This is an optimization exercise on Yosys and OpenROAD, whose aim is small area, a short achievable clock period and few clock cycles per item, not a production implementation.
Function was checked by simulation only, so behaviour that the tests miss may differ from the original.
Power figures rest on the tool's default switching activity, not on a simulated workload.

[flow/run.sh]
#!/bin/bash
# synth_recipe.tcl (not shown) runs the flow's synth.tcl, then flattens the netlist and writes it again
# the make line also repeats each setting of config.mk as NAME=value (left out here)
make -C /OpenROAD-flow-scripts/flow DESIGN_CONFIG=/design/flow/config.mk WORK_HOME=/design/flow/orfs CLKGATE_MAP_FILE= SYNTH_SCRIPT=/design/flow/synth_recipe.tcl finish
[flow/config.mk]
export PLATFORM = sky130hd
export DESIGN_NAME = binary_neighborhood_count_3x3
export DESIGN_NICKNAME = binary_neighborhood_count_3x3
export VERILOG_FILES = /design/flow/design.v
export SDC_FILE = /design/flow/constraint.sdc
export NUM_CORES = 4
export LEC_CHECK = 0
export CAP_MARGIN = 20
export CORE_MARGIN = 2
export CORE_UTILIZATION = 60
export CTS_CLUSTER_DIAMETER = 100
export CTS_CLUSTER_SIZE = 25
export PLACE_DENSITY = 0.7
export SETUP_SLACK_MARGIN = 4.8
export SLEW_MARGIN = 20
export TNS_END_PERCENT = 10
[flow/constraint.sdc]
create_clock -name core_clock -period 7.0 [get_ports {clk_i}]
set_input_delay 1.4000 -clock core_clock [delete_from_list [all_inputs] [get_ports {clk_i}]]
set_output_delay 1.4000 -clock core_clock [all_outputs]
set_load 0.01 [all_outputs]
[flow/design.v]
`timescale 1ns / 1ps
module bnc_ram (
  input  logic        clk_i,
  input  logic [7:0]  sel_hi_i,
  input  logic [7:0]  sel_lo_i,
  input  logic        we_i,
  input  logic        wpix_i,
  output logic        up_o,
  output logic        mid_o
);
  localparam int NG = 64;
  localparam int G  = 16;
  logic [NG-1:0] head_up, head_mid;
  logic [7:0]    t_up, t_mid;
  for (genvar g = 0; g < NG; g++) begin : g_ring
    logic [G-1:0] up_q, mid_q;
    logic         wr;
    assign wr = sel_hi_i[g/8] && sel_lo_i[g%8] && we_i;
    always_ff @(posedge clk_i) begin
      up_q  <= {wr ? mid_q[0] : up_q[0], up_q[G-1:1]};
      mid_q <= {wr ? wpix_i : mid_q[0], mid_q[G-1:1]};
    end
    assign head_up[g]  = up_q[0];
    assign head_mid[g] = mid_q[0];
  end
  for (genvar h = 0; h < 8; h++) begin : g_rd
    assign t_up[h]  = |(head_up[h*8 +: 8] & sel_lo_i);
    assign t_mid[h] = |(head_mid[h*8 +: 8] & sel_lo_i);
  end
  assign up_o  = |(t_up & sel_hi_i);
  assign mid_o = |(t_mid & sel_hi_i);
endmodule
`timescale 1ns / 1ps
module binary_neighborhood_count_3x3 (
  input  logic        clk_i,
  input  logic        rst_ni,
  input  logic        in_valid_i,
  output logic        in_stall_o,
  input  logic        pixel_i,
  output logic        out_valid_o,
  input  logic        out_stall_i,
  output logic [3:0]  count_o,
  output logic [9:0]  row_o,
  output logic [9:0]  column_o,
  output logic        run_end_o,
  output logic        image_end_o,
  input  logic        cfg_valid_i,
  output logic        cfg_ready_o,
  input  logic [1:0]  cfg_index_i,
  input  logic [10:0] cfg_data_i
);
  localparam int RES_UP_PREV   = 0;   
  localparam int RES_UP_CUR    = 1;   
  localparam int RES_LAST_PREV = 2;   
  localparam int RES_LAST_CUR  = 3;   
  function automatic logic [9:0] inc10(input logic [9:0] x);
    for (int i = 0; i < 10; i++) begin
      inc10[i] = x[i] ^ (&(x | ~((10'd1 << i) - 10'd1)));
    end
  endfunction
  function automatic logic [9:0] dec10(input logic [9:0] x);
    for (int i = 0; i < 10; i++) begin
      dec10[i] = x[i] ^ ~(|(x & ((10'd1 << i) - 10'd1)));
    end
  endfunction
  function automatic logic gt10(input logic [9:0] a, input logic [9:0] b);
    logic e;
    gt10 = 1'b0;
    e    = 1'b1;
    for (int i = 9; i >= 0; i--) begin
      gt10 = gt10 | (e & a[i] & ~b[i]);
      e    = e & ~(a[i] ^ b[i]);
    end
  endfunction
  function automatic logic [1:0] s3(input logic [2:0] v);
    s3 = {1'b0, v[2]} + {1'b0, v[1]} + {1'b0, v[0]};
  endfunction
  function automatic logic [1:0] s2(input logic [2:0] v);
    s2 = {1'b0, v[2]} + {1'b0, v[1]};
  endfunction
  function automatic logic [7:0] onehot8(input logic [2:0] v);
    onehot8 = 8'd0;
    onehot8[v] = 1'b1;
  endfunction
  logic [9:0] w_last_q, h_last_q, cfg_last;
  assign cfg_ready_o = 1'b1;
  always_comb begin
    if (cfg_data_i[10]) begin
      cfg_last = 10'd1023;
    end else if (cfg_data_i[9:0] == 10'd0) begin
      cfg_last = 10'd0;
    end else begin
      cfg_last = dec10(cfg_data_i[9:0]);
    end
  end
  always_ff @(posedge clk_i or negedge rst_ni) begin
    if (!rst_ni) begin
      w_last_q <= 10'd1023;
      h_last_q <= 10'd1023;
    end else if (cfg_valid_i) begin
      if (cfg_index_i == 2'd0) begin
        w_last_q <= cfg_last;
      end
      if (cfg_index_i == 2'd1) begin
        h_last_q <= cfg_last;
      end
    end
  end
  logic [9:0] col_q, row_q, c_q, r_q;
  logic       re_q, lr_q;
  logic [7:0]  ghi_q, glo_q;
  logic       dirty1_q, dirty2_q;
  logic       cgt_q, cge_q, rgt_q, rge_q;
  logic       in_stall_q, accept;
  logic       c0, r_ge1, r_ge2;            
  logic       c0_n, r_ge1_n, r_ge2_n;
  logic [9:0] c_adv, r_adv, c_n, r_n;
  logic       re_adv, lr_adv, re_n, lr_n;
  logic [9:0] c_idl, r_idl;
  logic       re_idl, lr_idl;
  assign accept = in_valid_i && !in_stall_q;
  always_comb begin
    c_adv  = re_q ? 10'd0 : inc10(c_q);
    r_adv  = re_q ? (lr_q ? 10'd0 : inc10(r_q)) : r_q;
    re_adv = (c_adv == w_last_q);
    lr_adv = re_q ? (r_adv == h_last_q) : lr_q;
    if (dirty2_q) begin
      c_idl  = cgt_q ? w_last_q : col_q;
      r_idl  = rgt_q ? h_last_q : row_q;
      re_idl = cge_q;
      lr_idl = rge_q;
    end else begin
      c_idl  = c_q;
      r_idl  = r_q;
      re_idl = re_q;
      lr_idl = lr_q;
    end
    if (accept) begin
      c0_n    = re_q;
      r_ge1_n = re_q ? !lr_q : r_ge1;
      r_ge2_n = re_q ? (!lr_q && r_ge1) : r_ge2;
    end else if (dirty2_q) begin
      c0_n    = (c_idl == 10'd0);
      r_ge1_n = (r_idl != 10'd0);
      r_ge2_n = (r_idl[9:1] != 9'd0);
    end else begin
      c0_n    = c0;
      r_ge1_n = r_ge1;
      r_ge2_n = r_ge2;
    end
    c_n  = accept ? c_adv  : c_idl;
    r_n  = accept ? r_adv  : r_idl;
    re_n = accept ? re_adv : re_idl;
    lr_n = accept ? lr_adv : lr_idl;
  end
  always_ff @(posedge clk_i or negedge rst_ni) begin
    if (!rst_ni) begin
      col_q    <= '0;
      row_q    <= '0;
      c_q      <= '0;
      r_q      <= '0;
      re_q     <= 1'b0;
      lr_q     <= 1'b0;
      ghi_q    <= 8'd1;
      c0       <= 1'b1;
      r_ge1    <= 1'b0;
      r_ge2    <= 1'b0;
      glo_q    <= 8'd1;
      dirty1_q <= 1'b0;
      dirty2_q <= 1'b0;
    end else begin
      if (accept) begin
        col_q <= c_adv;
        row_q <= r_adv;
      end
      c_q      <= c_n;
      r_q      <= r_n;
      re_q     <= re_n;
      lr_q     <= lr_n;
      ghi_q    <= onehot8(c_n[9:7]);
      c0       <= c0_n;
      r_ge1    <= r_ge1_n;
      r_ge2    <= r_ge2_n;
      glo_q    <= onehot8(c_n[6:4]);
      dirty1_q <= cfg_valid_i;
      dirty2_q <= dirty1_q;
    end
  end
  always_ff @(posedge clk_i) begin
    cgt_q <= gt10(col_q, w_last_q);
    cge_q <= !gt10(w_last_q, col_q);
    rgt_q <= gt10(row_q, h_last_q);
    rge_q <= !gt10(h_last_q, row_q);
  end
  logic [3:0] phase_q;
  logic       ok_a, ok_i;
  logic       rd_up, rd_mid;
  always_ff @(posedge clk_i or negedge rst_ni) begin
    if (!rst_ni) begin
      phase_q <= 4'd0;
    end else begin
      phase_q <= phase_q + 4'd1;
    end
  end
  assign ok_a = !re_q || (c_q[3:0] == 4'd15);
  assign ok_i = (phase_q + 4'd1 == c_q[3:0]);    
  bnc_ram u_line_ram (
    .clk_i    (clk_i),
    .sel_hi_i (ghi_q),
    .sel_lo_i (glo_q),
    .we_i     (accept),
    .wpix_i   (pixel_i),
    .up_o     (rd_up),
    .mid_o    (rd_mid)
  );
  logic [5:0] live_q;
  logic [2:0] col_new;
  logic [2:0] old1, old0;
  logic [3:0] pend_new;
  logic       load;
  always_comb begin
    col_new = {pixel_i, rd_mid && r_ge1, rd_up && r_ge2};
    old1    = c0 ? 3'b0 : live_q[5:3];
    old0    = c0 ? 3'b0 : live_q[2:0];
    pend_new                = '0;
    pend_new[RES_UP_PREV]   = r_ge1 && !c0;
    pend_new[RES_UP_CUR]    = r_ge1 && re_q;
    pend_new[RES_LAST_PREV] = lr_q && !c0;
    pend_new[RES_LAST_CUR]  = lr_q && re_q;
  end
  assign load = accept && (pend_new != 4'd0);
  always_ff @(posedge clk_i) begin
    if (accept) begin
      live_q <= {col_new, old1};
    end
  end
  logic [3:0] pend_q, pick, pend_after, pend_pop;
  logic [2:0] bnd_q, bnq_q, bn, bold1_q, ba3_q, ba2_q;
  logic [1:0] bb3_q, bb2_q;
  logic [9:0] br_q, bc_q;
  logic       bimg_q, bsel_q, blr_q, brge1_q;
  logic       emit, bfree_now, head_load, ov_q;
  logic [2:0] base;
  logic [1:0] addend;
  logic [3:0] res_count;
  logic [9:0] res_row, res_col;
  logic       res_run_end, res_img_end;
  logic [2:0] new_a3, new_a2;
  logic [1:0] new_b3, new_b2;
  localparam int QD = 8;
  logic [2:0] rp_q, wp_q;
  logic [3:0] qn_q;
  logic       seq_q;
  logic [2:0] en_q [QD];
  logic       ere_q[QD];
  logic       qne, pop, push_b, pushq;
  assign head_load = !ov_q || !out_stall_i;
  assign emit      = (pend_q != 4'd0) && head_load;
  assign bfree_now = (pend_q == 4'd0) || (((pend_q & (pend_q - 4'd1)) == 4'd0) && emit);
  assign bn        = bsel_q ? bnq_q : bnd_q;
  always_comb begin
    new_b3 = s3(old1);
    new_a3 = {1'b0, s3(old1)} + {1'b0, s3(old0)};
    new_b2 = s2(old1);
    new_a2 = {1'b0, s2(old1)} + {1'b0, s2(old0)};
    pend_pop                = '0;
    pend_pop[RES_UP_PREV]   = brge1_q;
    pend_pop[RES_UP_CUR]    = brge1_q && ere_q[rp_q];
    pend_pop[RES_LAST_PREV] = blr_q;
    pend_pop[RES_LAST_CUR]  = blr_q && ere_q[rp_q];
  end
  always_comb begin
    pick = '0;
    if (pend_q[RES_UP_PREV]) begin
      pick[RES_UP_PREV] = 1'b1;
    end else if (pend_q[RES_UP_CUR]) begin
      pick[RES_UP_CUR] = 1'b1;
    end else if (pend_q[RES_LAST_PREV]) begin
      pick[RES_LAST_PREV] = 1'b1;
    end else begin
      pick[RES_LAST_CUR] = 1'b1;
    end
    pend_after = pend_q & ~pick;
    base = ({3{pick[RES_UP_PREV]}}   & ba3_q)
         | ({3{pick[RES_UP_CUR]}}    & {1'b0, bb3_q})
         | ({3{pick[RES_LAST_PREV]}} & ba2_q)
         | ({3{pick[RES_LAST_CUR]}}  & {1'b0, bb2_q});
    addend      = (pick[RES_UP_PREV] || pick[RES_UP_CUR]) ? s3(bn) : s2(bn);
    res_count   = {1'b0, base} + {2'b00, addend};
    res_row     = (pick[RES_UP_PREV] || pick[RES_UP_CUR]) ? dec10(br_q) : br_q;
    res_col     = (pick[RES_UP_PREV] || pick[RES_LAST_PREV]) ? dec10(bc_q) : bc_q;
    res_run_end = (pend_after == 4'd0);
    res_img_end = res_run_end && bimg_q;
  end
  always_comb begin
    qne    = (qn_q != 4'd0);
    pop    = bfree_now && qne;
    push_b = bfree_now && !qne && load;
    pushq  = load && !push_b;
  end
  always_ff @(posedge clk_i or negedge rst_ni) begin
    if (!rst_ni) begin
      pend_q <= '0;
      qn_q   <= '0;
      rp_q   <= '0;
      wp_q   <= '0;
      seq_q  <= 1'b0;
      bsel_q <= 1'b0;
    end else begin
      if (pop) begin
        pend_q <= pend_pop;
        bsel_q <= 1'b1;
      end else if (push_b) begin
        pend_q <= pend_new;
        bsel_q <= 1'b0;
      end else if (emit) begin
        pend_q <= pend_after;
      end
      if (pop) begin
        rp_q <= rp_q + 3'd1;
      end
      if (pushq) begin
        wp_q <= wp_q + 3'd1;
      end
      if (pop && !pushq) begin
        qn_q <= qn_q - 4'd1;
      end else if (pushq && !pop) begin
        qn_q <= qn_q + 4'd1;
      end
      if (cfg_valid_i) begin
        seq_q <= 1'b0;
      end else if (accept) begin
        seq_q <= load && !re_q;
      end
    end
  end
  always_ff @(posedge clk_i) begin
    if (pop) begin
      bnq_q   <= en_q[rp_q];
      bold1_q <= bn;
      bb3_q   <= s3(bn);
      ba3_q   <= {1'b0, s3(bn)} + {1'b0, s3(bold1_q)};
      bb2_q   <= s2(bn);
      ba2_q   <= {1'b0, s2(bn)} + {1'b0, s2(bold1_q)};
      bc_q    <= inc10(bc_q);
      bimg_q  <= blr_q && ere_q[rp_q];
    end else if (push_b) begin
      bold1_q <= old1;
      bb3_q   <= new_b3;
      ba3_q   <= new_a3;
      bb2_q   <= new_b2;
      ba2_q   <= new_a2;
      br_q    <= r_q;
      bc_q    <= c_q;
      bimg_q  <= lr_q && re_q;
      blr_q   <= lr_q;
      brge1_q <= r_ge1;
    end
    if (push_b) begin
      bnd_q <= col_new;
    end
    for (int i = 0; i < QD; i++) begin
      if (pushq && (wp_q == i)) begin
        en_q[i]  <= col_new;
        ere_q[i] <= re_q;
      end
    end
  end
  logic [3:0]  oc_q;
  logic [9:0]  orow_q, ocol_q;
  logic        orun_q, oimg_q;
  always_ff @(posedge clk_i or negedge rst_ni) begin
    if (!rst_ni) begin
      ov_q <= 1'b0;
    end else if (head_load) begin
      ov_q <= emit;
    end
  end
  always_ff @(posedge clk_i) begin
    if (emit) begin
      oc_q   <= res_count;
      orow_q <= res_row;
      ocol_q <= res_col;
      orun_q <= res_run_end;
      oimg_q <= res_img_end;
    end
  end
  function automatic logic space(input logic [3:0] p, input logic s,
                                 input logic [3:0] n, input logic sq);
    logic bf;
    bf    = (p == 4'd0) || (((p & (p - 4'd1)) == 4'd0) && !s);
    space = bf ? ((n == 4'd0) || sq) : ((n != 4'd8) && sq);
  endfunction
  function automatic logic hasres(input logic [9:0] r, input logic lr,
                                  input logic [9:0] c, input logic re);
    hasres = ((r != 10'd0) || lr) && ((c != 10'd0) || re);
  endfunction
  logic [1:0] st_a, st_i;               
  logic       hr_a, hr_i, seq_a, stall_n;
  always_comb begin
    hr_a  = (re_q ? (!lr_q || h_last_q == 10'd0) : (r_ge1 || lr_q))
         && (!re_q || w_last_q == 10'd0);
    hr_i  = hasres(r_q, lr_q, c_q, re_q);    
    seq_a = (pend_new != 4'd0) && !re_q;
    for (int hl = 0; hl < 2; hl++) begin
      logic       em, bf, ovn;
      logic [3:0] p_i, p_a;
      logic [3:0] n_i, n_a;
      em  = (pend_q != 4'd0) && ((hl == 1) || !ov_q);
      bf  = (pend_q == 4'd0) || (((pend_q & (pend_q - 4'd1)) == 4'd0) && em);
      ovn = ((hl == 1) || !ov_q) ? em : 1'b1;
      if (bf && qne) begin
        p_i = pend_pop;
        n_i = qn_q - 4'd1;
        p_a = pend_pop;
        n_a = (pend_new != 4'd0) ? qn_q : qn_q - 4'd1;
      end else if (bf) begin
        p_i = em ? pend_after : pend_q;
        n_i = 4'd0;
        p_a = (pend_new != 4'd0) ? pend_new : p_i;
        n_a = 4'd0;
      end else begin
        p_i = em ? pend_after : pend_q;
        n_i = qn_q;
        p_a = p_i;
        n_a = (pend_new != 4'd0) ? qn_q + 4'd1 : qn_q;
      end
      st_a[hl] = !ok_a || (hr_a && !space(p_a, ovn, n_a, seq_a));
      st_i[hl] = !ok_i || (hr_i && !space(p_i, ovn, n_i, seq_q));
    end
    stall_n = accept ? st_a[!out_stall_i] : st_i[!out_stall_i];
  end
  always_ff @(posedge clk_i or negedge rst_ni) begin
    if (!rst_ni) begin
      in_stall_q <= 1'b0;
    end else begin
      in_stall_q <= cfg_valid_i || dirty1_q || dirty2_q || stall_n;
    end
  end
  assign in_stall_o  = in_stall_q;
  assign out_valid_o = ov_q;
  assign count_o     = oc_q;
  assign row_o       = orow_q;
  assign column_o    = ocol_q;
  assign run_end_o   = orun_q;
  assign image_end_o = oimg_q;
endmodule
==> out/metrics.cfg, run 1 <==
[critical_path]
startpoint=ov_q$_DFFE_PN0N_
max_stage_delay_ns=0.52
reg2reg_from=pend_q[0]$_DFFE_PN0P_
path_buf_inv=1
critical_path.startpoint_type=register
arrival_ns=1.35
critical_path.endpoint=out_valid_o
path_max_fanout=2
crit_slowest_cell=dfrtp_4
cp.depth=1
critPathRequiredTime_ns=5.60
path_delay_family=flip-flops
r2r-end=in_stall_q$_DFF_PN0_
path_class=reg -> out
r2r_slack_ns=4.32
endpoint_kind=primary output
r2r_cells=10
path_cells=buf_6

[power]
ir_worst_vdd_mv=0.3073
pwr-share-comb_pct=12.1
switching_share_pct=24.36
powerDensity_nw_per_um2=368.9
seq_power_share_pct=60.4
internal_power_uw=17270
pwr-share-clk_pct=27.5
leakagePower_uw=0.02461
switchingPower_uw=5562

[synth]
synth_ff_type=dfxtp_1
ys_seq_area_share_pct=84.17
syn_inst=3568
synth.most_common_cell=dfxtp_1
syn_area_sq_um=55740
ys_seq_elements=2263
synth_cell_types=91
yosysWarnings=4
ys_top_cells_by_area=dfxtp_1 74%, edfxtp_1 5.7%, dfrtp_1 3.7%, mux2_2 3.1%, ha_1 1.4%
synthSimpleGateAreaFrac_pct=4.150
syn_area_per_cell_sq_um=15.62
synth_nets=3659
synthMuxAreaShare_pct=3.614
synth-xor-area-share_pct=0.9585
synth-edff-count=106
synth_top_family_by_area=simple AND/OR/NAND/NOR gates
synth_fa_ha_area_share_pct=2.011
synth_common_cells=2052 x dfxtp_1, 192 x nand2_1, 154 x mux2_2
yosysTopAreaCellShare_pct=73.70
synth_compound_area_share_pct=3.917
netlist.top_cell.by_area=dfxtp_1
synth-async-reset-ratio_pct=4.640

[grt]
antenna_found_initial=3
grt_pass1_wl_microns=131500
track_usage_pct=17.77
grt.overflow.total=0
grt_pass1_vias=24080
grt_max_degree=75

[clock_tree]
cts-root-buf=clkbuf_16
cts_tree=done
clockBufferDepth=3
clkSinkCount=2263
htree_levels=3
insertion_delay_ns=0.70
clkTransAtPathRegs_ns=0.11
cts_made_buffers=100
postCtsHoldBufs=0

[detailed_routing]
via_count=24660
wl_microns=85950
firstDrtPassIters=7
wire_per_inst_microns=17.22
drc=0
drt-initial-drc-count=2021
ant_nets=0
viasPerCell=4.940

[timing]
skew_ns=0.03195
finalHoldViolCount=0
slew_headroom_pct=34.62
tightestPinTransition_ns=0.9806
min_period_ns=2.752
slew_violations=0
setup_tns_ns=0
finalCritPeriodShare_pct=39.31
rsz0062_at_grt=true
setup_ws_ns=4.248
final-setup-viol-count=0
max_clock_freq_ghz=0.3634

[cells_and_area]
drive_gt1_share_pct=14.66
multiInputGateArea_sq_um=8960
top_regs=u_line_ram.g_ring.mid_q (1024), u_line_ram.g_ring.up_q (1024), en_q (24)
fillers=6193
ff_latch_area_sq_um=46970
finalNetCount=3817
area_growth_syn_to_layout_pct=11.04

[place]
gp_congestion=0.8776
hpwl_microns=48920
dpl_worst_slack_ns=2.922
portBuffers=46

[die]
die_area_sq_um=95350
start_util_pct=60.72
ios=48
fp-row-count=111
die_x_microns=308.8
core_sq_um=91800
die_y_microns=308.8

[min_path]
hp-class=reg -> reg
min_delay_path_depth=0

[job]
maxCapViolCount=0

[status]
status=no timing/DRC/antenna violations

-- layout by cell type, fill, tap and decap left out, drive strengths merged, types with 24 or more instances in the layout --
master / n
mux2i: 28
a21oi: 92
buf: 99
dfrtp: 82
o21ai: 81
nor2: 103
mux2: 154
ha: 63
nand2: 193
xnor2: 36
dfxtp: 2052
a22oi: 80
edfxtp: 106
xor2: 25
clkbuf: 119
inv: 69
nand4: 24
-- logic make-up (layout without fill, tap and decap cells) --
family | after synthesis | after routing
XOR/XNOR | 61 | 61
multiplexers | 182 | 182
adder cells (fa/ha/maj) | 87 | 87
AO/OA/AOI/OAI | 336 | 341
AND/OR/NAND/NOR | 479 | 482
flip-flops | 2263 | 2263
buffers and inverters | 159 | 329
other | 1 | 4
-- through the flow --
stage / util (%) / area (sq um) / hold slack [ns] / total power (uW) / instances
CTS: 66.48 / 61030 / 0.3126 / 22720 / 4948
floorplan: - / 55800 / 0.3096 / 15570 / 3568
global placement: 62.62 / 57490 / 0.3095 / 16250 / 4774
global route: 67.41 / 61890 / 0.3158 / 23760 / 4989
finish: 67.42 / 61890 / 0.3082 / 22830 / 4992
detailed placement: 62.63 / 57490 / 0.3121 / 16290 / 4774
-- power by group through the flow --
stage	clock [uW]	sequential (uW)	combinational, uW
floorplan	0	13900	1670
global placement	0	14100	2130
detailed placement	0	14100	2160
CTS	6450	13800	2480
global route	6890	13800	3040
finish	6270	13800	2770
-- how the worst min path moves through the flow --
stage          slack [ns]                                endpoint                                   start
6_report             0.31  u_line_ram.g_ring[51].mid_q[1]$_DFF_P_  u_line_ram.g_ring[51].mid_q[2]$_DFF_P_
5_1_grt              0.32   u_line_ram.g_ring[39].up_q[4]$_DFF_P_   u_line_ram.g_ring[39].up_q[5]$_DFF_P_
4_1_cts              0.31    u_line_ram.g_ring[4].up_q[1]$_DFF_P_    u_line_ram.g_ring[4].up_q[2]$_DFF_P_
3_5_place_dp         0.31  u_line_ram.g_ring[59].mid_q[0]$_DFF_P_  u_line_ram.g_ring[59].mid_q[1]$_DFF_P_
3_3_place_gp         0.31  u_line_ram.g_ring[58].mid_q[3]$_DFF_P_  u_line_ram.g_ring[58].mid_q[4]$_DFF_P_
2_1_floorplan        0.31   u_line_ram.g_ring[0].mid_q[0]$_DFF_P_   u_line_ram.g_ring[0].mid_q[1]$_DFF_P_
-- area by class of cell --
| type | instances | area share [%] |
|---|---|---|
| flip-flops and latches | 2263 | 75.88 |
| diodes | 3 | 0.01213 |
| multi-input cells | 1154 | 14.48 |
| inverters | 66 | 0.4589 |
| repair buffers | 140 | 2.278 |
| well taps | 1243 | 2.513 |
| repair inverters | 1 | 0.01415 |
| clock buffers | 115 | 4.185 |
| clock inverters | 7 | 0.1840 |
-- what timing repair did --
| action | 4_1_cts | 5_1_grt |
|---|---|---|
| resized for setup | 152 | 127 |
| setup buffers | 43 | 37 |
| cloned | 9 | 4 |
| setup endpoints to repair | 395 | 313 |
| pin swaps | 15 | 56 |
-- routing by layer --
layer	vias up	share of wire, %	track usage (%)
li1	12050	-	-
met3	180	4.2	2.706
met1	11880	49	26.08
met2	548	43	27.00
met5	-	0.015	0
met4	2	3.1	6.432
Testbench counts, summed over its fixed seeds: cycles 279,125, items 253,450.
==> run 2: changes to the inputs <==
--- a/flow/design.v
+++ b/flow/design.v
@@ -157,36 +157,29 @@
     if (!rst_ni) begin
       col_q    <= '0;
       row_q    <= '0;
-      c_q      <= '0;
-      r_q      <= '0;
-      re_q     <= 1'b0;
-      lr_q     <= 1'b0;
-      ghi_q    <= 8'd1;
-      c0       <= 1'b1;
-      r_ge1    <= 1'b0;
-      r_ge2    <= 1'b0;
-      glo_q    <= 8'd1;
-      dirty1_q <= 1'b0;
+      dirty1_q <= 1'b1;
       dirty2_q <= 1'b0;
     end else begin
       if (accept) begin
         col_q <= c_adv;
         row_q <= r_adv;
       end
-      c_q      <= c_n;
-      r_q      <= r_n;
-      re_q     <= re_n;
-      lr_q     <= lr_n;
-      ghi_q    <= onehot8(c_n[9:7]);
-      c0       <= c0_n;
-      r_ge1    <= r_ge1_n;
-      r_ge2    <= r_ge2_n;
-      glo_q    <= onehot8(c_n[6:4]);
       dirty1_q <= cfg_valid_i;
       dirty2_q <= dirty1_q;
     end
   end
   always_ff @(posedge clk_i) begin
+    c_q   <= c_n;
+    r_q   <= r_n;
+    re_q  <= re_n;
+    lr_q  <= lr_n;
+    ghi_q <= onehot8(c_n[9:7]);
+    c0    <= c0_n;
+    r_ge1 <= r_ge1_n;
+    r_ge2 <= r_ge2_n;
+    glo_q <= onehot8(c_n[6:4]);
+  end
+  always_ff @(posedge clk_i) begin
     cgt_q <= gt10(col_q, w_last_q);
     cge_q <= !gt10(w_last_q, col_q);
     rgt_q <= gt10(row_q, h_last_q);
@@ -432,7 +425,7 @@
   end
   always_ff @(posedge clk_i or negedge rst_ni) begin
     if (!rst_ni) begin
-      in_stall_q <= 1'b0;
+      in_stall_q <= 1'b1;
     end else begin
       in_stall_q <= cfg_valid_i || dirty1_q || dirty2_q || stall_n;
     end
--- a/flow/config.mk
+++ b/flow/config.mk
@@ -7,10 +7,10 @@
 export LEC_CHECK = 0
 export CAP_MARGIN = 20
 export CORE_MARGIN = 2
-export CORE_UTILIZATION = 60
+export CORE_UTILIZATION = 70
 export CTS_CLUSTER_DIAMETER = 100
 export CTS_CLUSTER_SIZE = 25
-export PLACE_DENSITY = 0.7
+export PLACE_DENSITY = 0.8
 export SETUP_SLACK_MARGIN = 4.8
 export SLEW_MARGIN = 20
 export TNS_END_PERCENT = 10
==> run 2 against run 1 <==
  * Clock skew down 0.0031 ns
  * Sequential cell count stayed put
  * Register-to-register slack lost 0.04 ns
  * Die area decreased by 14%
  * Highest routed layer unchanged
  * Routed wire length up 19%
  * Via count rose by 3.3%
  * Sequential power hardly changed
  * Combinational power about the same
  * Sequential share of layout area is 0.99 points higher
  * Area after synthesis decreased by 0.39%
  * First-iteration DRC count fell by 12%
  * Largest cell class unchanged
  * Synthesized cell count up 0.42%
==> out/metrics.cfg, run 2 <==
[critical_path]
crit_slowest_cell=clkdlybuf4s50_1
path_max_fanout=5  ; +3
endpoint_kind=register
path_cells=clkdlybuf4s50_1 > or3_1 > nor4_1 > nand4_1 > o32ai_1 > a211oi_2
critPathRequiredTime_ns=7.60  ; +2.00 ns
max_stage_delay_ns=0.60  ; +0.08 ns
critical_path.startpoint_type=input pin
arrival_ns=3.39  ; +2.04 ns
path_class=in -> reg

[grt]
antenna_found_initial=2  ; -1
grt_max_degree=75  ; unchanged
grt.overflow.total=0  ; unchanged
track_usage_pct=25.07  ; +7.3 points
grt_pass1_wl_microns=156200  ; +19%
grt_pass1_vias=26660  ; +11%

[job]
maxCapViolCount=0  ; unchanged

[cells_and_area]
fillers=4085  ; -34%
finalNetCount=3800  ; -0.45%
final_common_cell=dfxtp_1
top_regs=u_line_ram.g_ring.mid_q (1024), u_line_ram.g_ring.up_q (1024), en_q (24)
mostFrequentLayoutCells=2074 x dfxtp_1, 230 x nand2_1, 138 x mux2_2, 111 x edfxtp_1, 103 x clkbuf_16
drive_gt1_share_pct=12.99  ; -1.7 points
area_growth_syn_to_layout_pct=9.679
final_cells=4785  ; -4.1%
diodes=0  ; -3

[place]
dp_cells=4594  ; -3.8%
gp_congestion=0.8251  ; -6.0%
portBuffers=46  ; unchanged
hpwl_microns=54630  ; +12%
dpl_worst_slack_ns=2.574  ; -0.3481 ns

[synth]
synth_ff_type=dfxtp_1
synth.most_common_cell=dfxtp_1
synth-edff-count=111  ; +4.7%
synth_cell_types=83  ; -8.8%
synth_common_cells=2088 x dfxtp_1, 233 x nand2_1, 142 x mux2_2
ys_top_cells_by_area=dfxtp_1 75%, edfxtp_1 6.0%, mux2_2 2.9%, dfrtp_1 1.9%, nand2_1 1.6%
syn_inst=3583  ; +0.42%
netlist.top_cell.by_area=dfxtp_1
syn_area_sq_um=55520  ; -0.39%
ys_seq_area_share_pct=84.22  ; about the same
synth-async-reset-ratio_pct=2.828  ; -1.8 points
syn_area_per_cell_sq_um=15.50  ; -0.81%
ys_seq_elements=2263  ; unchanged
yosysWarnings=4  ; unchanged
yosysTopAreaCellShare_pct=75.29  ; +1.6 points
synth_nets=3674  ; +0.41%

[clock_tree]
clockBufferDepth=3  ; unchanged
insertion_delay_ns=0.70  ; about the same
cts_tree=done
cts-root-buf=clkbuf_16
clkSinkCount=2263  ; unchanged
cts_made_buffers=101  ; +1.0%
htree_levels=3  ; unchanged
postCtsHoldBufs=0  ; unchanged
clkTransAtPathRegs_ns=0.10  ; about the same

[detailed_routing]
via_count=25480  ; +3.3%
wl_microns=102700  ; +19%
drc=0  ; unchanged
viasPerCell=5.326  ; +7.8%
firstDrtPassIters=5  ; -2
wire_per_inst_microns=21.46  ; +25%
ant_nets=0  ; unchanged
drt-initial-drc-count=1780  ; -12%

[die]
die_x_microns=285.6  ; -7.5%
start_util_pct=70.51  ; +9.8 points
die_area_sq_um=81580  ; -14%
fp-row-count=103  ; -7.2%
die_y_microns=285.6  ; -7.5%
ios=48  ; unchanged
core_sq_um=78740  ; -14%

[min_path]
hp-class=reg -> reg

[power]
ir_worst_vdd_mv=0.2679  ; -13%
leakagePower_uw=0.02439  ; -0.88%
powerDensity_nw_per_um2=382.4  ; +3.7%

[timing]
slew_headroom_pct=30.26  ; -4.4 points
rsz0062_at_grt=true
tightestPinTransition_ns=1.046  ; +0.06551 ns
setup_ws_ns=4.219  ; -0.02981 ns
finalHoldViolCount=0  ; unchanged
finalCritPeriodShare_pct=39.73  ; +0.43 points
skew_ns=0.02880  ; -0.003150 ns
final-setup-viol-count=0  ; unchanged
min_period_ns=2.781  ; +0.02981 ns
max_clock_freq_ghz=0.3595  ; -1.1%
setup_tns_ns=0  ; unchanged
slew_violations=0  ; unchanged

[status]
status=no timing/DRC/antenna violations

[run 2: cell types whose count changed after synthesis, sizes merged, moves of 6 or more]
cell | previous run | this run
nor3 | 19 | 11
a21oi | 92 | 72
dfrtp | 82 | 42
o21ai | 78 | 87
nand2 | 193 | 235
and2b | 0 | 6
dfxtp | 2052 | 2088
nand3 | 16 | 22
clkbuf | 66 | 59
mux2 | 154 | 142
[run 2: layout make-up]
class | instances | area, sq um | area share, %
Clock inverter | 9 | 152.6 | 0.2507
Clock buffer | 120 | 2651 | 4.354
Sequential cell | 2263 | 46810 | 76.86
Timing Repair inverter | 3 | 33.78 | 0.05548
Tap cell | 1050 | 1314 | 2.157
Timing Repair Buffer | 109 | 980.9 | 1.611
Multi-Input combinational cell | 1161 | 8642 | 14.19
Inverter | 70 | 314.1 | 0.5157
[run 2: worst max-delay path: cells and delay by family]
| family | cells | cell delay (ns) |
|---|---|---|
| buffers and inverters | 1 | 0.60 |
| and+or+nand+nor | 3 | 0.95 |
| AOI/OAI and AO/OA | 2 | 0.43 |
[run 2: what timing repair did]
| action | in CTS | in global routing |
|---|---|---|
| setup endpoints to repair | 398 | 355 |
| resized for setup | 121 | 90 |
| setup buffers | 43 | 13 |
| gates cloned | 6 | 0 |
| pin swaps | 16 | 22 |
[run 2: path summary, 6_finish.rpt]
check                                                       start                                endpoint  slack, ns  cells after the start
max                                                   cfg_valid_i                    in_stall_q$_DFF_PN1_       4.22                      6
min                        u_line_ram.g_ring[43].mid_q[9]$_DFF_P_  u_line_ram.g_ring[43].mid_q[8]$_DFF_P_       0.31                      0
max reg2reg                                      glo_q[0]$_DFF_P_                    en_q[6][1]$_DFFE_PP_       4.28                      4
min reg2reg                u_line_ram.g_ring[43].mid_q[9]$_DFF_P_  u_line_ram.g_ring[43].mid_q[8]$_DFF_P_       0.31                      0
max in group asynchronous                                  rst_ni                     qn_q[0]$_DFFE_PN0P_       5.43                      2
min in group asynchronous                                  rst_ni                   pend_q[2]$_DFFE_PN0P_       0.90                      2
[run 2: power breakdown]
| group | switching (uW) | total, uW | internal (uW) |
|---|---|---|---|
| sequential | 523 | 14000 | 13400 |
| combinational | 1560 | 2800 | 1240 |
| clock | 3790 | 6520 | 2730 |
[run 2: metal layers]
| layer | track usage (%) | vias to the layer above | part of all wire [%] |
|---|---|---|---|
| li1 | - | 12010 | - |
| met1 | 32.98 | 12590 | 43 |
| met2 | 43.13 | 660 | 50 |
| met3 | 3.214 | 226 | 3.8 |
| met4 | 8.992 | 2 | 3.2 |
| met5 | 0 | - | 0.011 |
[run 2: per-stage QoR]
step	util [%]	hold slack, ns	instance area, sq um	total power (uW)
6_report	77.34	0.3074	60900	23290
3_3_place_gp	72.43	0.3096	57030	16330
2_1_floorplan	-	0.3096	55640	15670
3_5_place_dp	72.43	0.3121	57030	16430
4_1_cts	76.89	0.3149	60540	23180
5_1_grt	77.34	0.3167	60900	24070
[run 2: cells by family (layout without fill, tap and decap cells)]
kind of cell	count (synthesis)	after routing	synth area share [%]
AOI/OAI and AO/OA	334	334	3.932
other	1	1	0.006754
xor gates and xnor gates	64	64	1.010
buffers and inverters	160	311	1.203
and+or+nand+nor	508	509	4.275
DFF	2263	2263	84.22
adders and majority gates	84	84	1.961
muxes	169	169	3.389
Testbench counts of run 2, summed over its fixed seeds: cycles 279,125, items 253,450.
==> run 3: changes to the inputs <==
--- a/flow/config.mk
+++ b/flow/config.mk
@@ -7,10 +7,10 @@
 export LEC_CHECK = 0
 export CAP_MARGIN = 20
 export CORE_MARGIN = 2
-export CORE_UTILIZATION = 70
+export CORE_UTILIZATION = 50
 export CTS_CLUSTER_DIAMETER = 100
 export CTS_CLUSTER_SIZE = 25
-export PLACE_DENSITY = 0.8
+export PLACE_DENSITY = 0.65
 export SETUP_SLACK_MARGIN = 4.8
 export SLEW_MARGIN = 20
 export TNS_END_PERCENT = 10
==> run 3 against run 2 <==
  * Still clean on timing, DRC and antenna
  * Sequential cell count unchanged
  * Global-route usage down 11 points
  * Clock power down 4.1%
  * Synthesized cell count unchanged
  * Combinational power down 13%
  * Maximum frequency down 0.28%
  * Worst setup slack worse by 0.0078 ns
  * Sequential power about the same
  * Die area up 39%
  * Critical path depth down 5
  * Worst hold slack better by 0.0036 ns
  * Clock skew up 0.0086 ns
  * Critical path type is now reg -> out
==> out/metrics.cfg, run 3 <==
[cells_and_area]
final_common_cell=dfxtp_1
area_growth_syn_to_layout_pct=9.742  ; about the same
finalNetCount=3773  ; -0.71%
multiInputGateArea_sq_um=8553  ; -1.0%
ff_latch_area_sq_um=46800  ; about the same
top_regs=u_line_ram.g_ring.mid_q (1024), u_line_ram.g_ring.up_q (1024), en_q (24)
drive_gt1_share_pct=12.23  ; -0.75 points
mostFrequentLayoutCells=2074 x dfxtp_1, 227 x nand2_1, 142 x mux2_2, 111 x edfxtp_1, 101 x clkbuf_16
final_cell_area_sq_um=60930  ; about the same
fillers=8704  ; +110%

[synth]
synth-xor-area-share_pct=1.010  ; unchanged
yosysWarnings=4  ; unchanged
synth_compound_area_share_pct=3.932  ; unchanged
yosysTopAreaCellShare_pct=75.29  ; unchanged
netlist.top_cell.by_area=dfxtp_1
synth_ff_type=dfxtp_1
synthSimpleGateAreaFrac_pct=4.275  ; unchanged
syn_area_sq_um=55520  ; unchanged
synth_fa_ha_area_share_pct=1.961  ; unchanged
ys_seq_area_share_pct=84.22  ; unchanged
synth_nets=3674  ; unchanged
synth_cell_types=83  ; unchanged
synth_top_family_by_area=simple AND/OR/NAND/NOR gates
syn_inst=3583  ; unchanged
synth.most_common_cell=dfxtp_1
ys_top_cells_by_area=dfxtp_1 75%, edfxtp_1 6.0%, mux2_2 2.9%, dfrtp_1 1.9%, nand2_1 1.6%
synth-async-reset-ratio_pct=2.828  ; unchanged
syn_area_per_cell_sq_um=15.50  ; unchanged
synth_common_cells=2088 x dfxtp_1, 233 x nand2_1, 142 x mux2_2
synthMuxAreaShare_pct=3.389  ; unchanged
synth-edff-count=111  ; unchanged
ys_seq_elements=2263  ; unchanged

[clock_tree]
clockBufferDepth=3  ; unchanged
cts-root-buf=clkbuf_16
cts_tree=done
insertion_delay_ns=0.71  ; about the same
clkSinkCount=2263  ; unchanged
clkTransAtPathRegs_ns=0.11  ; about the same
cts_made_buffers=100  ; -0.99%
htree_levels=3  ; unchanged

[critical_path]
path_class=reg -> out
crit_slowest_cell=dfstp_2
arrival_ns=1.39  ; -2.00 ns
critical_path.startpoint_type=register
path_buf_inv=1  ; unchanged
path_max_fanout=2  ; -3
endpoint_kind=primary output
critPathRequiredTime_ns=5.60  ; -2.00 ns
path_delay_family=flip-flops
path_cells=buf_6
max_stage_delay_ns=0.57  ; -0.03 ns

[timing]
min_period_ns=2.789  ; +0.007800 ns
finalCritPeriodShare_pct=39.85  ; +0.11 points
final-setup-viol-count=0  ; unchanged
tightestPinTransition_ns=0.9633  ; -0.08289 ns
slew_headroom_pct=35.78  ; +5.5 points
skew_ns=0.03744  ; +0.008639 ns
finalHoldViolCount=0  ; unchanged
whs_ns=0.3110  ; +0.003557 ns
rsz0062_at_grt=true
slew_violations=0  ; unchanged
setup_tns_ns=0  ; unchanged
max_clock_freq_ghz=0.3585  ; -0.28%

[place]
portBuffers=46  ; unchanged
gp_congestion=0.8488  ; +2.9%
place_area_sq_um=57590  ; +0.97%
hpwl_microns=48190  ; -12%

[detailed_routing]
wire_per_inst_microns=15.56  ; -28%
viasPerCell=4.620  ; -13%
drc=0  ; unchanged
drt-initial-drc-count=1532  ; -14%
firstDrtPassIters=5  ; unchanged
via_count=23990  ; -5.8%
wl_microns=80810  ; -21%
ant_nets=0  ; unchanged

[grt]
grt_pass1_wl_microns=126500  ; -19%
grt_max_degree=75  ; unchanged
antenna_found_initial=0  ; -2
grt_pass1_vias=23220  ; -13%
track_usage_pct=14.24  ; -11 points
grt.overflow.total=0  ; unchanged

[power]
ir_worst_vdd_mv=0.1881  ; -30%
powerDensity_nw_per_um2=371.2  ; -2.9%
leakagePower_uw=0.02415  ; -0.98%

[die]
die_x_microns=337.2  ; +18%
die_y_microns=337.2  ; +18%
die_area_sq_um=113700  ; +39%
ios=48  ; unchanged
core_sq_um=110400  ; +40%
fp-row-count=122  ; +18%
start_util_pct=50.31  ; -20 points

[min_path]
hp-class=reg -> reg

[status]
status=no timing/DRC/antenna violations

[job]
maxCapViolCount=0  ; unchanged

==> run 3: cell count changes in the layout (fill, tap and decap cells not counted), moves of 5 or more <==
cell	delta
buf_4	-21
a21oi_2	-6
ha_1	+5
dlygate4sd2_1	-15
clkbuf_2	+16
a21oi_1	+6
==> run 3: repair_timing <==
| item | in CTS | in global routing |
|---|---|---|
| setup buffers | 21 | 9 |
| hold buffers | 0 | 0 |
| gates cloned | 5 | 1 |
| setup endpoints to repair | 400 | 338 |
| pin swaps | 11 | 22 |
| resized for setup | 98 | 114 |
==> run 3: where the power goes <==
group | switching, uW | internal (uW) | leakage, uW
Sequential | 484 | 13400 | 0.0186
Clock | 3600 | 2640 | 0.00132
Combinational | 1410 | 1040 | 0.00421
==> run 3: through the flow <==
stage	total power, uW	setup WS [ns]	std cells	utilization [%]
floorplan	15670	4.295	3583	-
global placement	16350	2.584	5032	52.18
detailed placement	16370	2.555	5032	52.18
CTS	22780	4.156	5181	55.00
global route	23630	4.149	5191	55.20
finish	22620	4.211	5194	55.21
==> run 3: cells by family after synthesis <==
logic type | after synthesis
buffers and inverters | 160
AO/OA/AOI/OAI | 334
adder cells (fa/ha/maj) | 84
flip-flops | 2263
XOR/XNOR | 64
other | 1
multiplexers | 169
AND/OR/NAND/NOR | 508
==> run 3: area by class of cell <==
type	instances	area share, %
flip-flops and latches	2263	76.81
clock buffers	115	4.234
repair buffers	82	1.095
diodes	3	0.01232
repair inverters	2	0.02670
multi-input cells	1163	14.04
clock inverters	8	0.1971
inverters	70	0.5360
well taps	1488	3.056
==> run 3: routing by layer <==
metal	vias up	part of all wire [%]	global-route usage, %
met3	143	3.5	2.162
met5	-	0	0
met4	0	2.7	4.977
met2	390	43	21.68
met1	11500	51	20.77
li1	11960	-	-
==> run 3: worst paths after layout <==
| path | from | end | depth (start not counted) | slack, ns |
|---|---|---|---|---|
| max in group asynchronous | rst_ni | pend_q[0]$_DFFE_PN0P_ | 2 | 5.39 |
| worst min register to register | u_line_ram.g_ring[43].up_q[1]$_DFF_P_ | u_line_ram.g_ring[43].up_q[0]$_DFF_P_ | 0 | 0.31 |
| worst min-delay path | u_line_ram.g_ring[43].up_q[1]$_DFF_P_ | u_line_ram.g_ring[43].up_q[0]$_DFF_P_ | 0 | 0.31 |
| worst max-delay path | in_stall_q$_DFF_PN1_ | in_stall_o | 1 | 4.21 |
| worst max register to register | r_q[1]$_DFF_P_ | lr_q$_DFFE_PP_ | 11 | 4.32 |
| min in group asynchronous | rst_ni | seq_q$_DFFE_PN0P_ | 2 | 0.91 |
==> run 4: changes to the inputs <==
--- a/flow/config.mk
+++ b/flow/config.mk
@@ -7,10 +7,10 @@
 export LEC_CHECK = 0
 export CAP_MARGIN = 20
 export CORE_MARGIN = 2
-export CORE_UTILIZATION = 50
+export CORE_UTILIZATION = 60
 export CTS_CLUSTER_DIAMETER = 100
 export CTS_CLUSTER_SIZE = 25
-export PLACE_DENSITY = 0.65
+export PLACE_DENSITY = 0.7
 export SETUP_SLACK_MARGIN = 4.8
 export SLEW_MARGIN = 20
 export TNS_END_PERCENT = 10
==> run 4 against run 3 <==
  * Still clean
  * Power is 0.40% higher
  * Sequential cell count stayed put
  * Clock skew shrank 0.0047 ns
  * Highest routed layer is now met5
==> out/metrics.cfg, run 4 <==
[timing]
max_clock_freq_ghz=0.3599  ; +0.37%
tightestPinTransition_ns=0.9537  ; -0.009512 ns
min_period_ns=2.779  ; -0.01027 ns
skew_ns=0.03272  ; -0.004716 ns
setup_tns_ns=0  ; unchanged
slew_violations=0  ; unchanged
finalCritPeriodShare_pct=39.70  ; -0.15 points
setup_ws_ns=4.221  ; +0.01027 ns
slew_headroom_pct=36.42  ; +0.63 points
whs_ns=0.3065  ; -0.004452 ns
final-setup-viol-count=0  ; unchanged
finalHoldViolCount=0  ; unchanged
rsz0062_at_grt=true

[status]
status=no timing/DRC/antenna violations

[clock_tree]
htree_levels=3  ; unchanged
cts_tree=done
cts-root-buf=clkbuf_16
clkTransAtPathRegs_ns=0.10  ; about the same
cts_made_buffers=100  ; unchanged
insertion_delay_ns=0.70  ; about the same
clockBufferDepth=3  ; unchanged
postCtsHoldBufs=0  ; unchanged
clkSinkCount=2263  ; unchanged

[die]
die_area_sq_um=94990  ; -16%
die_x_microns=308.2  ; -8.6%
fp-row-count=111  ; -9.0%
core_sq_um=91660  ; -17%
die_y_microns=308.2  ; -8.6%
ios=48  ; unchanged
start_util_pct=60.57  ; +10 points

[detailed_routing]
drt-initial-drc-count=1604  ; +4.7%
wire_per_inst_microns=16.80  ; +8.0%
wl_microns=82700  ; +2.3%
drc=0  ; unchanged
viasPerCell=4.908  ; +6.2%
via_count=24170  ; +0.73%
ant_nets=0  ; unchanged
firstDrtPassIters=6  ; +1

[job]
maxCapViolCount=0  ; unchanged

[place]
place_area_sq_um=57260  ; -0.56%
portBuffers=46  ; unchanged
dpl_worst_slack_ns=2.581  ; +0.02626 ns
hpwl_microns=49070  ; +1.8%
gp_congestion=0.8448  ; -0.47%

[critical_path]
path_cells=buf_6
critPathRequiredTime_ns=5.60  ; about the same
arrival_ns=1.38  ; about the same
crit_slowest_cell=dfstp_2
path_delay_family=flip-flops
endpoint_kind=primary output
path_max_fanout=2  ; unchanged
critical_path.startpoint_type=register
max_stage_delay_ns=0.57  ; about the same
path_class=reg -> out
path_buf_inv=1  ; unchanged

[min_path]
hp-class=reg -> reg

[grt]
grt_pass1_vias=23640  ; +1.8%
grt_pass1_wl_microns=129100  ; +2.1%
grt.overflow.total=0  ; unchanged
grt_max_degree=75  ; unchanged
antenna_found_initial=1  ; +1
use_met1_pct=25.57  ; +4.8 points
grt-busiest-layer=met2
track_usage_pct=17.50  ; +3.3 points
met3_usage_pct=2.481  ; +0.32 points
met2_usage_pct=27.03  ; +5.3 points

[synth]
synth_compound_area_share_pct=3.932  ; unchanged
synthSimpleGateAreaFrac_pct=4.275  ; unchanged
synth-edff-count=111  ; unchanged
synth_nets=3674  ; unchanged
synthMuxAreaShare_pct=3.389  ; unchanged
syn_area_sq_um=55520  ; unchanged
ys_seq_elements=2263  ; unchanged
synth-xor-area-share_pct=1.010  ; unchanged
netlist.top_cell.by_area=dfxtp_1
synth-async-reset-ratio_pct=2.828  ; unchanged
syn_area_per_cell_sq_um=15.50  ; unchanged
synth.most_common_cell=dfxtp_1
ys_seq_area_share_pct=84.22  ; unchanged
synth_common_cells=2088 x dfxtp_1, 233 x nand2_1, 142 x mux2_2
synth_fa_ha_area_share_pct=1.961  ; unchanged
syn_inst=3583  ; unchanged
ys_top_cells_by_area=dfxtp_1 75%, edfxtp_1 6.0%, mux2_2 2.9%, dfrtp_1 1.9%, nand2_1 1.6%
synth_ff_type=dfxtp_1
yosysTopAreaCellShare_pct=75.29  ; unchanged
yosysWarnings=4  ; unchanged
synth_cell_types=83  ; unchanged
synth_top_family_by_area=simple AND/OR/NAND/NOR gates

[power]
ir_worst_vdd_mv=0.2237  ; +19%
powerDensity_nw_per_um2=372.4  ; +0.32%
leakagePower_uw=0.02436  ; +0.87%

[cells_and_area]
finalNetCount=3806  ; +0.87%
top_regs=u_line_ram.g_ring.mid_q (1024), u_line_ram.g_ring.up_q (1024), en_q (24)
final_cell_area_sq_um=60980  ; about the same
area_growth_syn_to_layout_pct=9.832  ; about the same
fillers=6297  ; -28%
mostFrequentLayoutCells=2074 x dfxtp_1, 229 x nand2_1, 139 x mux2_2, 111 x edfxtp_1, 103 x clkbuf_16
final_util_pct=66.53  ; +11 points
ff_latch_area_sq_um=46800  ; about the same
final_common_cell=dfxtp_1
multiInputGateArea_sq_um=8637  ; +0.98%
drive_gt1_share_pct=13.17  ; +0.93 points

run 4: metrics by stage:
| stage | instances | power, uW |
|---|---|---|
| after CTS | 4898 | 22790 |
| after floorplan | 3583 | 15670 |
| after global routing | 4923 | 23710 |
| after global placement | 4738 | 16360 |
| final | 4924 | 22710 |
| after detailed placement | 4738 | 16400 |
run 4: area by class of cell:
| class | instances | area share [%] |
|---|---|---|
| Antenna cell | 1 | 0.004104 |
| Clock buffer | 118 | 4.319 |
| Clock inverter | 6 | 0.1046 |
| Inverter | 70 | 0.5519 |
| Multi-Input combinational cell | 1162 | 14.16 |
| Sequential cell | 2263 | 76.75 |
| Tap cell | 1186 | 2.433 |
| Timing Repair Buffer | 113 | 1.600 |
| Timing Repair inverter | 5 | 0.07181 |
run 4: metal layers:
layer  wire (microns)  vias up  share of wire (%)
met4             2282        2                2.8
met1            41030    11610                 50
li1                 -    12020                  -
met3             3047      141                3.7
met5               12        -              0.015
met2            36330      397                 44
run 4: worst paths after layout:
kind	start	end	slack, ns	depth (start not counted)
min	u_line_ram.g_ring[63].mid_q[11]$_DFF_P_	u_line_ram.g_ring[63].mid_q[10]$_DFF_P_	0.31	0
min in group asynchronous	rst_ni	ov_q$_DFFE_PN0N_	0.87	2
max	in_stall_q$_DFF_PN1_	in_stall_o	4.22	1
max in group asynchronous	rst_ni	pend_q[0]$_DFFE_PN0P_	5.45	2
max reg2reg	glo_q[7]$_DFF_P_	en_q[5][1]$_DFFE_PP_	4.36	5
min reg2reg	u_line_ram.g_ring[63].mid_q[11]$_DFF_P_	u_line_ram.g_ring[63].mid_q[10]$_DFF_P_	0.31	0
run 4: kinds of logic after synthesis:
| family | after synthesis |
|---|---|
| compound gates | 334 |
| xor+xnor | 64 |
| fa+ha+maj | 84 |
| buf+inv | 160 |
| flops | 2263 |
| mux | 169 |
| other cells | 1 |
| simple gates | 508 |
run 4: power by group:
| group | internal [uW] | switching [uW] |
|---|---|---|
| clock | 2670 | 3580 |
| sequential | 13400 | 388 |
| combinational | 1100 | 1530 |
run 4: what timing repair did:
item	in CTS	in global routing
pin swaps	12	37
gates resized for setup	107	122
gates cloned	5	3
endpoints found under the setup margin	400	343
setup buffers	31	22
==> run 5: changes to the inputs <==
--- a/flow/design.v
+++ b/flow/design.v
@@ -111,14 +111,14 @@
   logic [7:0]  ghi_q, glo_q;
   logic       dirty1_q, dirty2_q;
   logic       cgt_q, cge_q, rgt_q, rge_q;
-  logic       in_stall_q, accept;
+  logic       in_ready_q, accept;         
   logic       c0, r_ge1, r_ge2;            
   logic       c0_n, r_ge1_n, r_ge2_n;
   logic [9:0] c_adv, r_adv, c_n, r_n;
   logic       re_adv, lr_adv, re_n, lr_n;
   logic [9:0] c_idl, r_idl;
   logic       re_idl, lr_idl;
-  assign accept = in_valid_i && !in_stall_q;
+  assign accept = in_valid_i && in_ready_q;
   always_comb begin
     c_adv  = re_q ? 10'd0 : inc10(c_q);
     r_adv  = re_q ? (lr_q ? 10'd0 : inc10(r_q)) : r_q;
@@ -425,12 +425,12 @@
   end
   always_ff @(posedge clk_i or negedge rst_ni) begin
     if (!rst_ni) begin
-      in_stall_q <= 1'b1;
+      in_ready_q <= 1'b0;
     end else begin
-      in_stall_q <= cfg_valid_i || dirty1_q || dirty2_q || stall_n;
+      in_ready_q <= !(cfg_valid_i || dirty1_q || dirty2_q || stall_n);
     end
   end
-  assign in_stall_o  = in_stall_q;
+  assign in_stall_o  = !in_ready_q;
   assign out_valid_o = ov_q;
   assign count_o     = oc_q;
   assign row_o       = orow_q;
==> run 5 against run 4 <==
  * Clock skew increased by 0.0015 ns
  * Area after synthesis barely moved
  * Non-clock buffer count grew 14
  * Register-to-register slack is essentially flat
  * Largest power group unchanged
  * Clock power about the same
  * Largest cell class unchanged
  * Die area about the same
  * Combinational power rose by 5%
  * Routed wire length shrank 0.36%
==> out/metrics.cfg, run 5 <==
[min_path]
hp-start=u_line_ram.g_ring[39].mid_q[15]$_DFF_P_
min_delay_path_depth=0  ; unchanged
hp-class=reg -> reg
min_to=u_line_ram.g_ring[39].mid_q[14]$_DFF_P_

[synth]
synth_cell_types=79  ; -4.8%
ys_top_cells_by_area=dfxtp_1 75%, edfxtp_1 6.0%, mux2_2 3.1%, dfrtp_1 1.9%, ha_1 1.4%
yosysTopAreaCellShare_pct=75.25  ; about the same
synth.most_common_cell=dfxtp_1
synth_nets=3662  ; -0.33%
synth_ff_type=dfxtp_1
syn_area_sq_um=55550  ; about the same
synth_common_cells=2088 x dfxtp_1, 166 x nand2_1, 152 x mux2_2
ys_seq_area_share_pct=84.18  ; about the same
ys_seq_elements=2263  ; unchanged
synth-edff-count=111  ; unchanged
synth-async-reset-ratio_pct=2.828  ; unchanged
yosysWarnings=4  ; unchanged
syn_area_per_cell_sq_um=15.56  ; +0.39%
netlist.top_cell.by_area=dfxtp_1
syn_inst=3571  ; -0.33%

[die]
die_y_microns=308.3  ; about the same
die_area_sq_um=95030  ; about the same
start_util_pct=60.60  ; about the same
core_sq_um=91660  ; unchanged
ios=48  ; unchanged
fp-row-count=111  ; unchanged
die_x_microns=308.3  ; about the same

[grt]
track_usage_pct=17.20  ; -0.30 points
grt_pass1_vias=23140  ; -2.1%
grt.overflow.total=0  ; unchanged
grt_max_degree=75  ; unchanged
grt_pass1_wl_microns=127300  ; -1.5%
antenna_found_initial=0  ; -1

[timing]
skew_ns=0.03427  ; +0.001545 ns
tightestPinTransition_ns=0.9849  ; +0.03120 ns
slew_violations=0  ; unchanged
setup_tns_ns=0  ; unchanged
max_clock_freq_ghz=0.3661  ; +1.7%
slew_headroom_pct=34.34  ; -2.1 points
finalCritPeriodShare_pct=39.02  ; -0.68 points
min_period_ns=2.731  ; -0.04738 ns
final-setup-viol-count=0  ; unchanged
rsz0062_at_grt=true
finalHoldViolCount=0  ; unchanged
setup_ws_ns=4.269  ; +0.04738 ns

[job]
maxCapViolCount=0  ; unchanged

[place]
gp_congestion=0.8810  ; +4.3%
place_area_sq_um=57320  ; about the same
hpwl_microns=48180  ; -1.8%
dp_cells=4715  ; -0.49%
dpl_worst_slack_ns=2.486  ; -0.09543 ns
portBuffers=46  ; unchanged

[detailed_routing]
wire_per_inst_microns=16.77  ; -0.17%
viasPerCell=4.934  ; +0.52%
ant_nets=0  ; unchanged
drc=0  ; unchanged
via_count=24250  ; +0.34%
firstDrtPassIters=7  ; +1
drt-initial-drc-count=1787  ; +11%
wl_microns=82410  ; -0.36%

[cells_and_area]
drive_gt1_share_pct=13.73  ; +0.56 points
fillers=6248  ; -0.78%
finalNetCount=3799  ; -0.18%
diodes=0  ; -1
final_cell_area_sq_um=61310  ; +0.54%
mostFrequentLayoutCells=2071 x dfxtp_1, 162 x nand2_1, 152 x mux2_2, 111 x edfxtp_1, 103 x clkbuf_16
final_util_pct=66.89  ; +0.36 points
area_growth_syn_to_layout_pct=10.37
top_regs=u_line_ram.g_ring.mid_q (1024), u_line_ram.g_ring.up_q (1024), en_q (24)
final_common_cell=dfxtp_1
final_cells=4915  ; -0.18%

[critical_path]
path_max_fanout=2  ; unchanged
r2r_slack_ns=4.35  ; about the same
r2r-end=oc_q[2]$_DFFE_PP_
path_cells=buf_6
r2r_cells=7  ; +2
max_stage_delay_ns=0.50  ; -0.07 ns
path_delay_family=flip-flops
crit_slowest_cell=dfrtp_4
path_class=reg -> out
endpoint_kind=primary output
path_buf_inv=1  ; unchanged
arrival_ns=1.33  ; -0.05 ns
critical_path.startpoint_type=register
reg2reg_from=bsel_q$_DFFE_PN0P_
critPathRequiredTime_ns=5.60  ; about the same

[power]
leakagePower_uw=0.02430  ; -0.27%
ir_worst_vdd_mv=0.2444  ; +9.3%
powerDensity_nw_per_um2=374.2  ; +0.49%

[clock_tree]
cts-root-buf=clkbuf_16
cts_tree=done
clkTransAtPathRegs_ns=0.09  ; about the same
clkSinkCount=2263  ; unchanged
htree_levels=3  ; unchanged
cts_made_buffers=100  ; unchanged
insertion_delay_ns=0.70  ; about the same
clockBufferDepth=3  ; unchanged

[status]
status=no timing/DRC/antenna violations

[run 5: cell count changes in the layout (fill, tap and decap cells not counted), moves of 7 or more]
| cell | delta |
|---|---|
| buf_4 | +9 |
| nand2_1 | -67 |
| and2_1 | -7 |
| mux2_2 | +13 |
| a21oi_1 | +12 |
| dlygate4sd2_1 | -14 |
| clkdlybuf4s15_1 | +17 |
| nor2_1 | +14 |
[run 5: cell type report]
class	count	area, sq um	share of cell area [%]
clock buffer	118	2644	4.312
clock inverter	5	61.31	0.09999
inverter	74	306.5	0.5000
multi-input combinational	1142	8770	14.30
sequential	2263	46820	76.37
tap	1186	1484	2.420
timing repair buffer	127	1224	1.996
[run 5: through the flow]
stage                     hold slack [ns]  power, uW
final                              0.3146      22940
after CTS                          0.3206      22870
after global routing               0.3221      23860
after global placement             0.3095      16340
after floorplan                    0.3096      15640
after detailed placement           0.3121      16390
[run 5: cells by family (layout without fill, tap and decap cells)]
| logic type | Yosys count | after routing | share of synthesized area (%) |
|---|---|---|---|
| compound gates | 363 | 367 | 4.255 |
| xor+xnor | 64 | 64 | 1.009 |
| fa+ha+maj | 84 | 84 | 1.960 |
| buf+inv | 173 | 324 | 1.243 |
| flops | 2263 | 2263 | 84.18 |
| mux | 179 | 179 | 3.568 |
| other cells | 1 | 1 | 0.006751 |
| simple gates | 444 | 447 | 3.782 |
[run 5: where the power goes]
group | leakage [uW] | internal (uW) | total (uW) | switching, uW
combinational | 0.00439 | 1270 | 2770 | 1500
clock | 0.00132 | 2680 | 6280 | 3600
sequential | 0.0186 | 13400 | 13900 | 477
total | 0.0243 | 17400 | 22900 | 5570
[run 5: worst max path at each step]
stage | startpoint | end | cells after the start
2_1_floorplan | out_stall_i | en_q[2][0]$_DFFE_PP_ | 7
3_3_place_gp | in_valid_i | glo_q[5]$_DFF_P_ | 9
3_5_place_dp | in_valid_i | glo_q[5]$_DFF_P_ | 9
4_1_cts | in_ready_q$_DFF_PN0_ | in_stall_o | 2
5_1_grt | in_ready_q$_DFF_PN0_ | in_stall_o | 2
6_report | ov_q$_DFFE_PN0N_ | out_valid_o | 1
[run 5: routing by layer]
layer,vias to the layer above,share of wire (%),global-route usage (%)
li1,12080,-,-
met5,-,0,0
met2,468,43,26.15
met1,11570,51,25.60
met3,126,4.0,2.721
met4,0,2.0,5.060
[run 5: what timing repair did]
action,in CTS,in global routing
pin swaps,18,34
cloned,9,3
hold buffers,0,0
buffers inserted,40,25
resized for setup,137,109
endpoints found under the hold margin,0,0
endpoints found under the setup margin,412,203
Testbench counts of run 5, summed over its fixed seeds: cycles 279,125, items 253,450.
==> run 6: changes to the inputs <==
--- a/flow/config.mk
+++ b/flow/config.mk
@@ -11,6 +11,6 @@
 export CTS_CLUSTER_DIAMETER = 100
 export CTS_CLUSTER_SIZE = 25
 export PLACE_DENSITY = 0.7
-export SETUP_SLACK_MARGIN = 4.8
+export SETUP_SLACK_MARGIN = 4.4
 export SLEW_MARGIN = 20
 export TNS_END_PERCENT = 10
==> run 6 against run 5 <==
  * Sequential cell count unchanged
  * Count of clock-buffer cells in the layout decreased by 2
  * Worst hold slack got worse by 0.0043 ns
  * Power down 2.2%
  * Non-clock buffer count fell by 47
  * Highest routed layer unchanged
  * Sequential share of layout area grew 1.1 points
  * Worst setup slack got worse by 0.12 ns
  * Die area unchanged
  * Cell count is 1.1% lower
==> out/metrics.cfg, run 6 <==
[status]
status=no timing/DRC/antenna violations

[detailed_routing]
drc=0  ; unchanged
wire_per_inst_microns=16.52  ; -1.5%
wl_met2_microns=35210  ; -1.5%
top_layer=met4
wl_microns=80310  ; -2.6%
drt-initial-drc-count=1749  ; -2.1%
wl_met1_microns=39800  ; -4.6%
ant_nets=0  ; unchanged

[power]
total_power_uw=22450  ; -2.2%
powerDensity_nw_per_um2=371.3  ; -0.77%
leakagePower_uw=0.02392  ; -1.6%
ir_worst_vdd_mv=0.2115  ; -13%

[die]
ios=48  ; unchanged
fp-row-count=111  ; unchanged
core_sq_um=91660  ; unchanged
die_area_sq_um=95030  ; unchanged
die_y_microns=308.3  ; unchanged
start_util_pct=60.60  ; unchanged

[cells_and_area]
finalNetCount=3748  ; -1.3%
drive_gt1_share_pct=10.88  ; -2.8 points
area_growth_syn_to_layout_pct=8.820
final_cell_area_sq_um=60450  ; -1.4%
diodes=0  ; unchanged
final_common_cell=dfxtp_1
mostFrequentLayoutCells=2074 x dfxtp_1, 164 x nand2_1, 152 x mux2_2, 111 x edfxtp_1, 105 x nor2_1

[synth]
ys_seq_elements=2263  ; unchanged
syn_area_per_cell_sq_um=15.56  ; unchanged
ys_top_cells_by_area=dfxtp_1 75%, edfxtp_1 6.0%, mux2_2 3.1%, dfrtp_1 1.9%, ha_1 1.4%
synthMuxAreaShare_pct=3.568  ; unchanged
synth_compound_area_share_pct=4.255  ; unchanged
synthSimpleGateAreaFrac_pct=3.782  ; unchanged
yosysTopAreaCellShare_pct=75.25  ; unchanged
syn_inst=3571  ; unchanged
synth.most_common_cell=dfxtp_1
synth-xor-area-share_pct=1.009  ; unchanged
yosysWarnings=4  ; unchanged
netlist.top_cell.by_area=dfxtp_1
synth_ff_type=dfxtp_1
synth_nets=3662  ; unchanged
ys_seq_area_share_pct=84.18  ; unchanged

[timing]
skew_ns=0.03161  ; -0.002655 ns
rsz0062_at_grt=true
finalCritPeriodShare_pct=40.73  ; +1.7 points
slew_violations=0  ; unchanged
slew_headroom_pct=33.29  ; -1.0 points
max_clock_freq_ghz=0.3508  ; -4.2%
min_period_ns=2.851  ; +0.1195 ns
finalHoldViolCount=0  ; unchanged
setup_ws_ns=4.149  ; -0.1195 ns
tightestPinTransition_ns=1.001  ; +0.01566 ns

[place]
dpl_worst_slack_ns=2.483  ; -0.002480 ns
portBuffers=46  ; unchanged
place_area_sq_um=57310  ; about the same
hpwl_microns=48090  ; -0.18%

[grt]
grt.overflow.total=0  ; unchanged
grt_pass1_wl_microns=126500  ; -0.58%

[critical_path]
path_class=reg -> out
endpoint_kind=primary output
arrival_ns=1.45  ; +0.12 ns
critPathRequiredTime_ns=5.60  ; about the same
path_max_fanout=2  ; unchanged
critical_path.startpoint_type=register
crit_slowest_cell=dfrtp_2

[clock_tree]
cts_tree=done
cts-root-buf=clkbuf_16
clockBufferDepth=3  ; unchanged
clkSinkCount=2263  ; unchanged
htree_levels=3  ; unchanged

[min_path]
hp-class=reg -> reg

[job]
maxCapViolCount=0  ; unchanged

==> run 6: cell count changes in the layout (fill, tap and decap cells not counted), sizes merged <==
cell           before  now
buf                85   36
bufbuf              4    1
clkbuf            127  118
clkdlybuf4s15      17    1
clkdlybuf4s50       8   14
dlygate4sd2         0   26
dlymetal6s2s        4    0
inv                73   72
nand3b              3    2
nor3b               6    5
o21ai              95   93
==> run 6: worst max-delay path: cells and delay by family (launching register included) <==
kind / cells / cell delay, ns
flops: 1 / 0.46
buf+inv: 2 / 0.30
==> run 6: worst paths after layout <==
path | from | to | slack [ns] | depth (start not counted)
worst max-delay path | in_ready_q$_DFF_PN0_ | in_stall_o | 4.15 | 2
worst min-delay path | u_line_ram.g_ring[59].up_q[2]$_DFF_P_ | u_line_ram.g_ring[59].up_q[1]$_DFF_P_ | 0.31 | 0
worst max register to register | pend_q[2]$_DFFE_PN0P_ | in_ready_q$_DFF_PN0_ | 4.18 | 10
worst min register to register | u_line_ram.g_ring[59].up_q[2]$_DFF_P_ | u_line_ram.g_ring[59].up_q[1]$_DFF_P_ | 0.31 | 0
max in group asynchronous | rst_ni | pend_q[2]$_DFFE_PN0P_ | 5.41 | 2
min in group asynchronous | rst_ni | rp_q[2]$_DFFE_PN0P_ | 0.89 | 2
==> run 6: metal layers <==
| layer | vias up | global-route usage [%] |
|---|---|---|
| met5 | - | 0 |
| met4 | 0 | 5.173 |
| met3 | 149 | 2.597 |
| met2 | 460 | 26.42 |
| met1 | 11540 | 24.89 |
| li1 | 11930 | - |
==> run 6: what timing repair did <==
action,4_1_cts,5_1_grt
endpoints found under the setup margin,232,195
pin swaps,2,10
buffers inserted,6,17
gates cloned,3,1
resized for setup,61,40
==> run 6: area by class of cell <==
type / count / area (sq um) / area share, %
sequential: 2263 / 46800 / 77.42
multi-input combinational: 1138 / 8461 / 14.00
clock buffer: 116 / 2605 / 4.309
tap: 1186 / 1484 / 2.455
timing repair buffer: 80 / 728.2 / 1.205
inverter: 74 / 296.5 / 0.4905
clock inverter: 4 / 75.07 / 0.1242
==> run 6: logic make-up after synthesis <==
family | count (synthesis)
DFF | 2263
and+or+nand+nor | 444
AOI/OAI and AO/OA | 363
muxes | 179
buffers and inverters | 173
adders and majority gates | 84
xor gates and xnor gates | 64
other | 1
==> run 6: through the flow <==
| stage | utilization [%] | std cells |
|---|---|---|
| floorplan | - | 3571 |
| global placement | 62.53 | 4714 |
| detailed placement | 62.53 | 4714 |
| CTS | 65.61 | 4843 |
| global route | 65.95 | 4861 |
| finish | 65.95 | 4861 |
==> run 6: where the power goes <==
part | leakage (uW) | switching, uW | internal, uW
clock network | 0.00131 | 3580 | 2650
logic | 0.00403 | 1330 | 981
registers | 0.0186 | 491 | 13400
total | 0.0239 | 5400 | 17000

[what the ideal ports hide]
Ports are ideal in the flow. The routed layouts listed here were re-timed in OpenROAD.
Step 1: set_driving_cell puts a clkbuf_16 on clk_i and a buf_2 on each other input, an assumption about the parent block.
Step 2 times the ports against the registers' clock, not the clock port: input delays grow and output delays shrink by t, the midpoint of the rising clock arrivals with the driver on.
a / b / c = ideal / step 1 / step 2; a / b = the first two.
run	t (ns)	setup slack, ns
run 1	0.748	4.248 / 4.190 / 3.727
run 2	0.758	4.219 / 4.150 / 3.503
run 3	0.762	4.211 / 4.143 / 3.511
run 4	0.752	4.221 / 4.153 / 3.534
run 5	0.754	4.269 / 4.201 / 3.724
run 6	0.738	4.149 / 4.087 / 3.567
After both steps setup and hold are still met in every run listed.
